This design comes from an exercise in tuning for small area, a short achievable clock period and few clock cycles per item on the open sky130 flow, not from production work. Only simulation tests tie the RTL to the original design; equivalence was not proved. No activity file was given, so power comes from the tool's default toggle rates.

===== design/flow/run.sh =====
#!/bin/bash
# synth_recipe.tcl (not shown) runs the flow's synth.tcl, then flattens the netlist and writes it again
# the make line also repeats each setting of config.mk as NAME=value (left out here)
make -C /OpenROAD-flow-scripts/flow DESIGN_CONFIG=/design/flow/config.mk WORK_HOME=/design/flow/orfs CLKGATE_MAP_FILE= SYNTH_SCRIPT=/design/flow/synth_recipe.tcl finish

===== design/flow/config.mk =====
export PLATFORM = sky130hd
export DESIGN_NAME = lru_cache_hit_cost_counter
export DESIGN_NICKNAME = lru_cache_hit_cost_counter
export VERILOG_FILES = /design/flow/design.v
export SDC_FILE = /design/flow/constraint.sdc
export NUM_CORES = 4
export LEC_CHECK = 0
export CAP_MARGIN = 20
export CORE_MARGIN = 2
export CORE_UTILIZATION = 40
export SLEW_MARGIN = 20

===== design/flow/constraint.sdc =====
create_clock -name core_clock -period 7.0 [get_ports {clk_i}]
set_input_delay 1.4000 -clock core_clock [delete_from_list [all_inputs] [get_ports {clk_i}]]
set_output_delay 1.4000 -clock core_clock [all_outputs]
set_load 0.01 [all_outputs]

===== design/flow/design.v =====
package lchc_pkg;
  localparam int unsigned ENTRIES_DEF   = 32;
  localparam int unsigned KEY_BYTES_DEF = 8;
  localparam int unsigned KEY_IN_W      = 64;
  localparam int unsigned SIZE_W        = 6;
  localparam int unsigned COST_W        = 3;
  localparam int unsigned SUM_W         = 32;
  localparam logic [COST_W-1:0] HIT_COST  = 3'd1;
  localparam logic [COST_W-1:0] MISS_COST = 3'd5;
  localparam logic [7:0] CHAR_LOWER_A = 8'h61;
  localparam logic [7:0] CHAR_LOWER_Z = 8'h7a;
  localparam logic [7:0] CHAR_UPPER_A = 8'h41;
  typedef enum logic [2:0] {
    ST_IDLE,
    ST_RD,
    ST_CMP,
    ST_SRD,
    ST_SWR,
    ST_WR,
    ST_DONE
  } state_e;
  typedef struct packed {
    logic load;
    logic rd_search;
    logic rd_next;
    logic idx_clr;
    logic idx_inc;
    logic set_hit;
    logic wr_shift;
    logic wr_key;
  } cmd_t;
  typedef struct packed {
    logic search_end;
    logic match;
    logic shift_end;
    logic cap_zero;
    logic full;
  } sts_t;
endpackage
module lchc_ram #(
  parameter int unsigned WIDTH = 64,
  parameter int unsigned DEPTH = 32,
  localparam int unsigned AW   = (DEPTH > 1) ? $clog2(DEPTH) : 1
) (
  input  logic             clk_i,
  input  logic             we_i,
  input  logic [AW-1:0]    waddr_i,
  input  logic [WIDTH-1:0] wdata_i,
  input  logic             re_i,
  input  logic [AW-1:0]    raddr_i,
  output logic [WIDTH-1:0] rdata_o
);
  logic [WIDTH-1:0] mem_q [DEPTH];
  logic [WIDTH-1:0] rdata_q;
  always_ff @(posedge clk_i) begin
    if (we_i) begin
      mem_q[waddr_i] <= wdata_i;
    end
    if (re_i) begin
      rdata_q <= mem_q[raddr_i];
    end
  end
  assign rdata_o = rdata_q;
endmodule
module lchc_ctrl (
  input  logic          clk_i,
  input  logic          rst_ni,
  input  logic          start_i,
  input  lchc_pkg::sts_t sts_i,
  output lchc_pkg::cmd_t cmd_o,
  output logic          busy_o,
  output logic          done_o
);
  lchc_pkg::state_e state_q, state_d;
  always_ff @(posedge clk_i or negedge rst_ni) begin
    if (!rst_ni) begin
      state_q <= lchc_pkg::ST_IDLE;
    end else begin
      state_q <= state_d;
    end
  end
  always_comb begin
    state_d = state_q;
    cmd_o   = '0;
    busy_o  = 1'b1;
    done_o  = 1'b0;
    case (state_q)
      lchc_pkg::ST_IDLE: begin
        busy_o = 1'b0;
        if (start_i) begin
          cmd_o.load = 1'b1;
          state_d    = lchc_pkg::ST_RD;
        end
      end
      lchc_pkg::ST_RD: begin
        if (sts_i.search_end) begin
          if (sts_i.cap_zero) begin
            state_d = lchc_pkg::ST_WR;
          end else if (sts_i.full) begin
            cmd_o.idx_clr = 1'b1;
            state_d       = lchc_pkg::ST_SRD;
          end else begin
            state_d = lchc_pkg::ST_WR;
          end
        end else begin
          cmd_o.rd_search = 1'b1;
          state_d         = lchc_pkg::ST_CMP;
        end
      end
      lchc_pkg::ST_CMP: begin
        if (sts_i.match) begin
          cmd_o.set_hit = 1'b1;
          state_d       = lchc_pkg::ST_SRD;
        end else begin
          cmd_o.idx_inc = 1'b1;
          state_d       = lchc_pkg::ST_RD;
        end
      end
      lchc_pkg::ST_SRD: begin
        if (sts_i.shift_end) begin
          state_d = lchc_pkg::ST_WR;
        end else begin
          cmd_o.rd_next = 1'b1;
          state_d       = lchc_pkg::ST_SWR;
        end
      end
      lchc_pkg::ST_SWR: begin
        cmd_o.wr_shift = 1'b1;
        cmd_o.idx_inc  = 1'b1;
        state_d        = lchc_pkg::ST_SRD;
      end
      lchc_pkg::ST_WR: begin
        cmd_o.wr_key = 1'b1;
        state_d      = lchc_pkg::ST_DONE;
      end
      lchc_pkg::ST_DONE: begin
        done_o  = 1'b1;
        state_d = lchc_pkg::ST_IDLE;
      end
      default: begin
        state_d = lchc_pkg::ST_IDLE;
      end
    endcase
  end
endmodule
module lchc_dp #(
  parameter int unsigned ENTRIES   = lchc_pkg::ENTRIES_DEF,
  parameter int unsigned KEY_BYTES = lchc_pkg::KEY_BYTES_DEF
) (
  input  logic                           clk_i,
  input  logic                           rst_ni,
  input  logic [lchc_pkg::KEY_IN_W-1:0]  key_i,
  input  logic                           cfg_valid_i,
  input  logic [lchc_pkg::SIZE_W-1:0]    cfg_data_i,
  input  lchc_pkg::cmd_t                 cmd_i,
  output lchc_pkg::sts_t                 sts_o,
  output logic                           hit_o,
  output logic [lchc_pkg::COST_W-1:0]    cost_o,
  output logic [lchc_pkg::SUM_W-1:0]     total_cost_o
);
  localparam int unsigned KEY_W = 8 * KEY_BYTES;
  localparam int unsigned CNT_W = $clog2(ENTRIES + 1);
  localparam int unsigned AW    = (ENTRIES > 1) ? $clog2(ENTRIES) : 1;
  localparam int unsigned CMP_W = (CNT_W > lchc_pkg::SIZE_W) ? CNT_W : lchc_pkg::SIZE_W;
  logic [KEY_W-1:0]                key_fold;
  logic [KEY_W-1:0]                key_q;
  logic [lchc_pkg::SIZE_W-1:0]     size_q;
  logic [CNT_W-1:0]                count_q, count_d;
  logic [CNT_W-1:0]                idx_q, idx_d;
  logic                            hit_q, hit_d;
  logic [lchc_pkg::SUM_W-1:0]      sum_q, sum_d;
  logic [CNT_W-1:0]                cap;
  logic [CNT_W-1:0]                n_eff;
  logic [CNT_W:0]                  idx_plus;
  logic [lchc_pkg::SUM_W:0]        sum_ext;
  logic [lchc_pkg::COST_W-1:0]     cost;
  logic                            ram_we;
  logic [AW-1:0]                   ram_waddr;
  logic [KEY_W-1:0]                ram_wdata;
  logic                            ram_re;
  logic [AW-1:0]                   ram_raddr;
  logic [KEY_W-1:0]                ram_rdata;
  always_comb begin
    logic [7:0] ch;
    for (int b = 0; b < KEY_BYTES; b++) begin
      ch = key_i[8*b +: 8];
      if (ch >= lchc_pkg::CHAR_LOWER_A && ch <= lchc_pkg::CHAR_LOWER_Z) begin
        ch = ch - lchc_pkg::CHAR_LOWER_A + lchc_pkg::CHAR_UPPER_A;
      end
      key_fold[8*b +: 8] = ch;
    end
  end
  always_comb begin
    if (CMP_W'(size_q) > CMP_W'(ENTRIES)) begin
      cap = CNT_W'(ENTRIES);
    end else begin
      cap = CNT_W'(size_q);
    end
    n_eff = (count_q > cap) ? cap : count_q;
  end
  assign idx_plus = {1'b0, idx_q} + {{CNT_W{1'b0}}, 1'b1};
  assign cost     = hit_q ? lchc_pkg::HIT_COST : lchc_pkg::MISS_COST;
  always_comb begin
    sts_o.search_end = (idx_q == n_eff);
    sts_o.match      = (ram_rdata == key_q);
    sts_o.shift_end  = (idx_plus >= {1'b0, n_eff});
    sts_o.cap_zero   = (cap == '0);
    sts_o.full       = (n_eff == cap);
  end
  always_comb begin
    idx_d   = idx_q;
    hit_d   = hit_q;
    count_d = count_q;
    sum_d   = sum_q;
    sum_ext = {1'b0, sum_q} + (lchc_pkg::SUM_W + 1)'(cost);
    if (cmd_i.load) begin
      idx_d = '0;
      hit_d = 1'b0;
    end
    if (cmd_i.idx_clr) begin
      idx_d = '0;
    end
    if (cmd_i.idx_inc) begin
      idx_d = idx_plus[CNT_W-1:0];
    end
    if (cmd_i.set_hit) begin
      hit_d = 1'b1;
    end
    if (cmd_i.wr_key) begin
      count_d = (cap == '0) ? '0 : idx_plus[CNT_W-1:0];
      sum_d   = sum_ext[lchc_pkg::SUM_W] ? '1 : sum_ext[lchc_pkg::SUM_W-1:0];
    end
    if (cfg_valid_i) begin
      count_d = '0;
    end
  end
  always_ff @(posedge clk_i or negedge rst_ni) begin
    if (!rst_ni) begin
      size_q  <= '0;
      count_q <= '0;
      idx_q   <= '0;
      hit_q   <= 1'b0;
      sum_q   <= '0;
    end else begin
      if (cfg_valid_i) begin
        size_q <= cfg_data_i;
      end
      count_q <= count_d;
      idx_q   <= idx_d;
      hit_q   <= hit_d;
      sum_q   <= sum_d;
    end
  end
  always_ff @(posedge clk_i) begin
    if (cmd_i.load) begin
      key_q <= key_fold;
    end
  end
  always_comb begin
    ram_re    = cmd_i.rd_search | cmd_i.rd_next;
    ram_raddr = cmd_i.rd_next ? idx_plus[AW-1:0] : idx_q[AW-1:0];
    ram_we    = cmd_i.wr_shift | (cmd_i.wr_key & (cap != '0));
    ram_waddr = idx_q[AW-1:0];
    ram_wdata = cmd_i.wr_shift ? ram_rdata : key_q;
  end
  lchc_ram #(
    .WIDTH (KEY_W),
    .DEPTH (ENTRIES)
  ) u_ram (
    .clk_i   (clk_i),
    .we_i    (ram_we),
    .waddr_i (ram_waddr),
    .wdata_i (ram_wdata),
    .re_i    (ram_re),
    .raddr_i (ram_raddr),
    .rdata_o (ram_rdata)
  );
  assign hit_o        = hit_q;
  assign cost_o       = cost;
  assign total_cost_o = sum_q;
endmodule
module lru_cache_hit_cost_counter #(
  parameter int unsigned ENTRIES   = lchc_pkg::ENTRIES_DEF,
  parameter int unsigned KEY_BYTES = lchc_pkg::KEY_BYTES_DEF
) (
  input  logic                          clk_i,
  input  logic                          rst_ni,
  input  logic                          start,
  output logic                          busy,
  input  logic [lchc_pkg::KEY_IN_W-1:0] key_i,
  input  logic                          cfg_valid_i,
  output logic                          cfg_ready_o,
  input  logic [lchc_pkg::SIZE_W-1:0]   cfg_data_i,
  output logic                          done_o,
  output logic                          hit_o,
  output logic [lchc_pkg::COST_W-1:0]   cost_o,
  output logic [lchc_pkg::SUM_W-1:0]    total_cost_o
);
  lchc_pkg::cmd_t cmd;
  lchc_pkg::sts_t sts;
  assign cfg_ready_o = 1'b1;
  lchc_ctrl u_ctrl (
    .clk_i   (clk_i),
    .rst_ni  (rst_ni),
    .start_i (start),
    .sts_i   (sts),
    .cmd_o   (cmd),
    .busy_o  (busy),
    .done_o  (done_o)
  );
  lchc_dp #(
    .ENTRIES   (ENTRIES),
    .KEY_BYTES (KEY_BYTES)
  ) u_dp (
    .clk_i        (clk_i),
    .rst_ni       (rst_ni),
    .key_i        (key_i),
    .cfg_valid_i  (cfg_valid_i),
    .cfg_data_i   (cfg_data_i),
    .cmd_i        (cmd),
    .sts_o        (sts),
    .hit_o        (hit_o),
    .cost_o       (cost_o),
    .total_cost_o (total_cost_o)
  );
endmodule

==> results.txt <==
share of the synthesized area in the top cell type=around three quarters; hold-fix buffers at CTS=0; total setup violations reported at the end of the flow=0; clock latency (worst-skew pair)=0.89 ns; Int Pwr=roughly 29 mW; Die ar.=~0.22 sq mm; total number of clock tree sinks=around 2.2k; maximum fanout count along the critical path=30; power density cells=approximately 460 mW/mm^2; launch instance of the worst min-delay path=u_dp.count_q[0]; Floorplan Core Area=about 0.22 sq mm; Distinct cells, synth=70; unrepaired setup endpoints after global routing=no; predominant post-synthesis flop cell=sky130_fd_sc_hd__edfxtp_1; final global-route overflow total=0; Synth Instances=6087; top-level I/O count=~110; Max IR drop VDD=0.0004651 V; drt initial violations=7124; synthesized area=slightly below 0.09 sq mm; startpoint type of the worst setup path=register; Layout Cells excl Fill=a little over 9k; HPWL Detailed=approximately 130000 um; number of enable-type register cells in the synthesized netlist=~2.2k; synthesized area per cell=between 10 and 15 sq um; Logic pwr share=between 30% and 40%; class of the most critical hold timing path=register to register; leakage=around 33 nW; growth of design area from synthesis to finish=14.55%; antenna violations before repair=1; maximum number of pins on one net before global-route repair=around 100; worst r2r path cells=20; Die Y-Extent=~470 um; result of the run=timing/DRC/antenna clean; vias in the first global route=about 51k; Slew Limit Fails=0; Fin Setup TNS=0 ns; beginning of the critical path=u_dp.size_q[5]; fmax=roughly 170 MHz; Clock Skews=a little over 0.08 ns; number of buffers inserted during clock tree synthesis=roughly 220; input/output buffers=109; switching component of the power=around 17 mW; Yosys top cell by area=sky130_fd_sc_hd__edfxtp_1; max-capacitance violation count=0; Post-CTS Resized=0; Row Count=about 170; Yosys Warn Count=3; relative max-transition margin=slightly above 20%; initial cell density of the core=40.14%; layout cells sized above 1=approximately a tenth; via count of the routed design=between 50k and 60k; post-layout utilization of the core=roughly 46%; clock network fraction of design power=roughly 26%; maximum clock path buffer count=3; total wirelength of the detailed-routed design=between 200000 and 300000 um; reg-to-reg critical path startpoint=u_dp.size_q[5]; ratio of final minimum period to clock period=a little over four fifths; floorplan die width=between 400 and 500 um; routed len/inst=~28 um; number of nets still failing antenna checks after routing=0; count of cells along the worst hold path=2; PnR worst setup slack=approximately 1.1 ns; DRC violation count after routing=0; final period demand of the worst path=5.882 ns; DR pass1 iterations=6; proportion of synthesized chip area in sequential cells=75.76%; via density per instance=5.813; data arrival time at the worst-slack endpoint=approximately 6.5 ns; Fin. Hold Viols=0; Required @ worst endpoint=7.62 ns; post-layout net count=6337; largest cells by area after synthesis=sky130_fd_sc_hd__edfxtp_1 (74%), sky130_fd_sc_hd__nand2_1 (5.9%), sky130_fd_sc_hd__mux2i_1 (3.0%), sky130_fd_sc_hd__a32oi_1 (2.5%), sky130_fd_sc_hd__nand3_1 (2.4%); Routability Congestion=slightly below 0.8; global router's overall resource usage=approximately 23%; critical path endpoint category=register; post-synthesis register bit count=2230; Sequential Power Share=a little under two fifths; H-tree depth reported by CTS=4; clock tree from TritonCTS=yes; pre-CTS setup slack=between 1 and 1.5 ns; first-pass GRT wire length=between 300000 and 400000 um; switching portion of total power=37.41%; final hold slack=approximately 0.53 ns; dpl cells=just under 9k; Setup Fix Bufs, Post-CTS=0; Async S/R FF share, synth=~2.4%; register clock-pin slew on the reported worst setup and hold paths=roughly 0.070 ns; worst setup path category=register to register; root buffer cell=sky130_fd_sc_hd__clkbuf_16; slew at the pin with the worst max-slew slack=around 1.2 ns
logic make-up (layout without fill, tap and decap cells):
kind of cell	after synthesis	count (layout)	share of synthesized area, %
other	2	5	0.008531
muxes	332	332	3.903
and+or+nand+nor	2262	2262	10.92
buffers and inverters	401	738	2.173
xor gates and xnor gates	94	94	0.9352
AOI/OAI and AO/OA	740	740	5.927
DFF	2230	2230	75.76
adders and majority gates	26	26	0.3695
layer usage:
metal / wire (um) / global-route usage [%]
met5: 0 / 0
met4: 7174 / 6.790
met3: 23280 / 3.597
met2: 119200 / 35.31
met1: 109400 / 32.67
synth_stat cells, types with 13 or more instances:
| master | count |
|---|---|
| sky130_fd_sc_hd__edfxtp_1 | 2176 |
| sky130_fd_sc_hd__nand2_1 | 1372 |
| sky130_fd_sc_hd__nand3_1 | 416 |
| sky130_fd_sc_hd__nor2_1 | 294 |
| sky130_fd_sc_hd__a31oi_1 | 262 |
| sky130_fd_sc_hd__mux2i_1 | 260 |
| sky130_fd_sc_hd__a32oi_1 | 256 |
| sky130_fd_sc_hd__buf_2 | 158 |
| sky130_fd_sc_hd__clkbuf_1 | 132 |
| sky130_fd_sc_hd__o21ai_0 | 111 |
| sky130_fd_sc_hd__xnor2_1 | 75 |
| sky130_fd_sc_hd__mux2_2 | 70 |
| sky130_fd_sc_hd__nor4_1 | 66 |
| sky130_fd_sc_hd__dfrtp_1 | 54 |
| sky130_fd_sc_hd__inv_1 | 37 |
| sky130_fd_sc_hd__a21oi_1 | 34 |
| sky130_fd_sc_hd__buf_1 | 32 |
| sky130_fd_sc_hd__buf_4 | 26 |
| sky130_fd_sc_hd__ha_1 | 26 |
| sky130_fd_sc_hd__nand4_1 | 25 |
| sky130_fd_sc_hd__o21ai_1 | 23 |
| sky130_fd_sc_hd__xor2_1 | 19 |
| sky130_fd_sc_hd__buf_6 | 15 |
| sky130_fd_sc_hd__nor4_2 | 13 |
sequential cells by signal, summed over array words and instances (netlist names):
signal,cells
u_dp.u_ram.mem_q,2048
u_dp.key_q,64
u_dp.u_ram.rdata_q,64
u_dp.sum_q,32
u_dp.count_q,6
u_dp.idx_q,6
u_dp.size_q,6
u_ctrl.state_q,3
u_dp.hit_q,1
final timing paths:
path	slack [ns]	to
setup / recovery	1.12	u_dp.u_ram.rdata_q[7]
hold / removal	0.53	u_dp.count_q[0]
setup reg to reg	1.12	u_dp.u_ram.rdata_q[7]
hold reg to reg	0.53	u_dp.count_q[0]
max in group asynchronous	5.85	u_dp.sum_q[30]
min in group asynchronous	0.64	u_dp.size_q[3]
through the flow:
step	total power, mW	area [sq um]
2_1_floorplan	28.80	88040
3_3_place_gp	34.30	93430
3_5_place_dp	34.54	93480
4_1_cts	46.42	100800
5_1_grt	48.48	100800
6_report	46.34	100800
worst max-delay path, cell delays in order (launching register included):
cell                       delay, ns
sky130_fd_sc_hd__dfrtp_1        0.48
sky130_fd_sc_hd__nor2b_1        0.36
sky130_fd_sc_hd__inv_1          0.09
sky130_fd_sc_hd__ha_1           0.30
sky130_fd_sc_hd__a21o_1         0.16
sky130_fd_sc_hd__a21o_1         0.18
sky130_fd_sc_hd__a221oi_2       0.44
sky130_fd_sc_hd__nor2_1         0.22
sky130_fd_sc_hd__nand2_1        0.11
sky130_fd_sc_hd__o21ai_0        0.09
sky130_fd_sc_hd__ha_1           0.32
sky130_fd_sc_hd__nor2b_1        0.17
sky130_fd_sc_hd__o21ai_2        0.13
sky130_fd_sc_hd__a31oi_1        0.40
sky130_fd_sc_hd__o211a_4        0.64
sky130_fd_sc_hd__buf_12         0.34
sky130_fd_sc_hd__buf_4          0.34
sky130_fd_sc_hd__nand2_1        0.09
sky130_fd_sc_hd__a32oi_1        0.20
sky130_fd_sc_hd__a31oi_1        0.14
sky130_fd_sc_hd__nor4_1         0.34
area by class of cell:
| type | count | area [sq um] |
|---|---|---|
| Tap cell | 2871 | 3592 |
| Inverter | 38 | 142.6 |
| Timing Repair Buffer | 287 | 3331 |
| Fill cell | 18830 | 118500 |
| Multi-Input combinational cell | 3457 | 19760 |
| Sequential cell | 2230 | 66690 |
| Clock inverter | 134 | 1448 |
| Antenna cell | 2 | 5.005 |
| Clock buffer | 279 | 5864 |
layout by cell type (no fill, tap or decap), drive strengths merged, types with 7 or more instances in the layout:
cell type / netlist / layout
nand2: 1372 / 1372
mux2i: 262 / 262
o21ai: 136 / 136
a21o: 11 / 11
clkinv: 0 / 96
nor4: 79 / 79
inv: 38 / 47
mux2: 70 / 70
o22ai: 8 / 8
and2: 8 / 8
nand3: 417 / 417
clkbuf: 132 / 279
clkinvlp: 0 / 7
nor2: 295 / 295
clkdlybuf4s50: 0 / 108
xnor2: 75 / 75
nor3: 13 / 13
ha: 26 / 26
or4: 10 / 10
a31oi: 262 / 262
and3: 11 / 11
buf: 231 / 179
a32oi: 257 / 257
dfrtp: 54 / 54
edfxtp: 2176 / 2176
xor2: 19 / 19
bufinv: 0 / 22
a21oi: 35 / 35
nand4: 25 / 25
nor2b: 8 / 8
power by group through the flow:
stage	clock [mW]	combinational (mW)	sequential (mW)
2_1_floorplan	0	11.5	17.3
3_3_place_gp	0	16.9	17.4
3_5_place_dp	0	17.1	17.4
4_1_cts	12.1	17.2	17.2
5_1_grt	12.6	18.7	17.2
6_report	11.9	17.2	17.2
Testbench counts, summed over its fixed seeds: cycles 549,946, items 11,520.

## separate check: timing with driven ports
The flow's constraints put no driver on any port. The routed layout listed below was extracted and timed again, unchanged, in two steps. Step 1 sets driving cells, clkbuf_16 on the clock port and buf_2 on the other inputs (assumed; they add their load-dependent delay and slew). Step 2 also shifts input and output timing later by t, the mid clock arrival at the registers, as if the neighbouring blocks saw the same clock. Three values: ideal ports, drivers, drivers and shift; two values: the first two.
t, ns: 0.943
setup WS [ns]: 1.118 / 1.118 / 1.118
worst setup path at the end: register to register
latest minus earliest clock arrival (ns): 0.082 / 0.082
worst register clock-pin slew, ns: 0.07 / 0.07
After both steps setup and hold are still met in this run. The setup slack of this run moves by 0.000 ns with the drivers and by 0.000 ns with both steps.
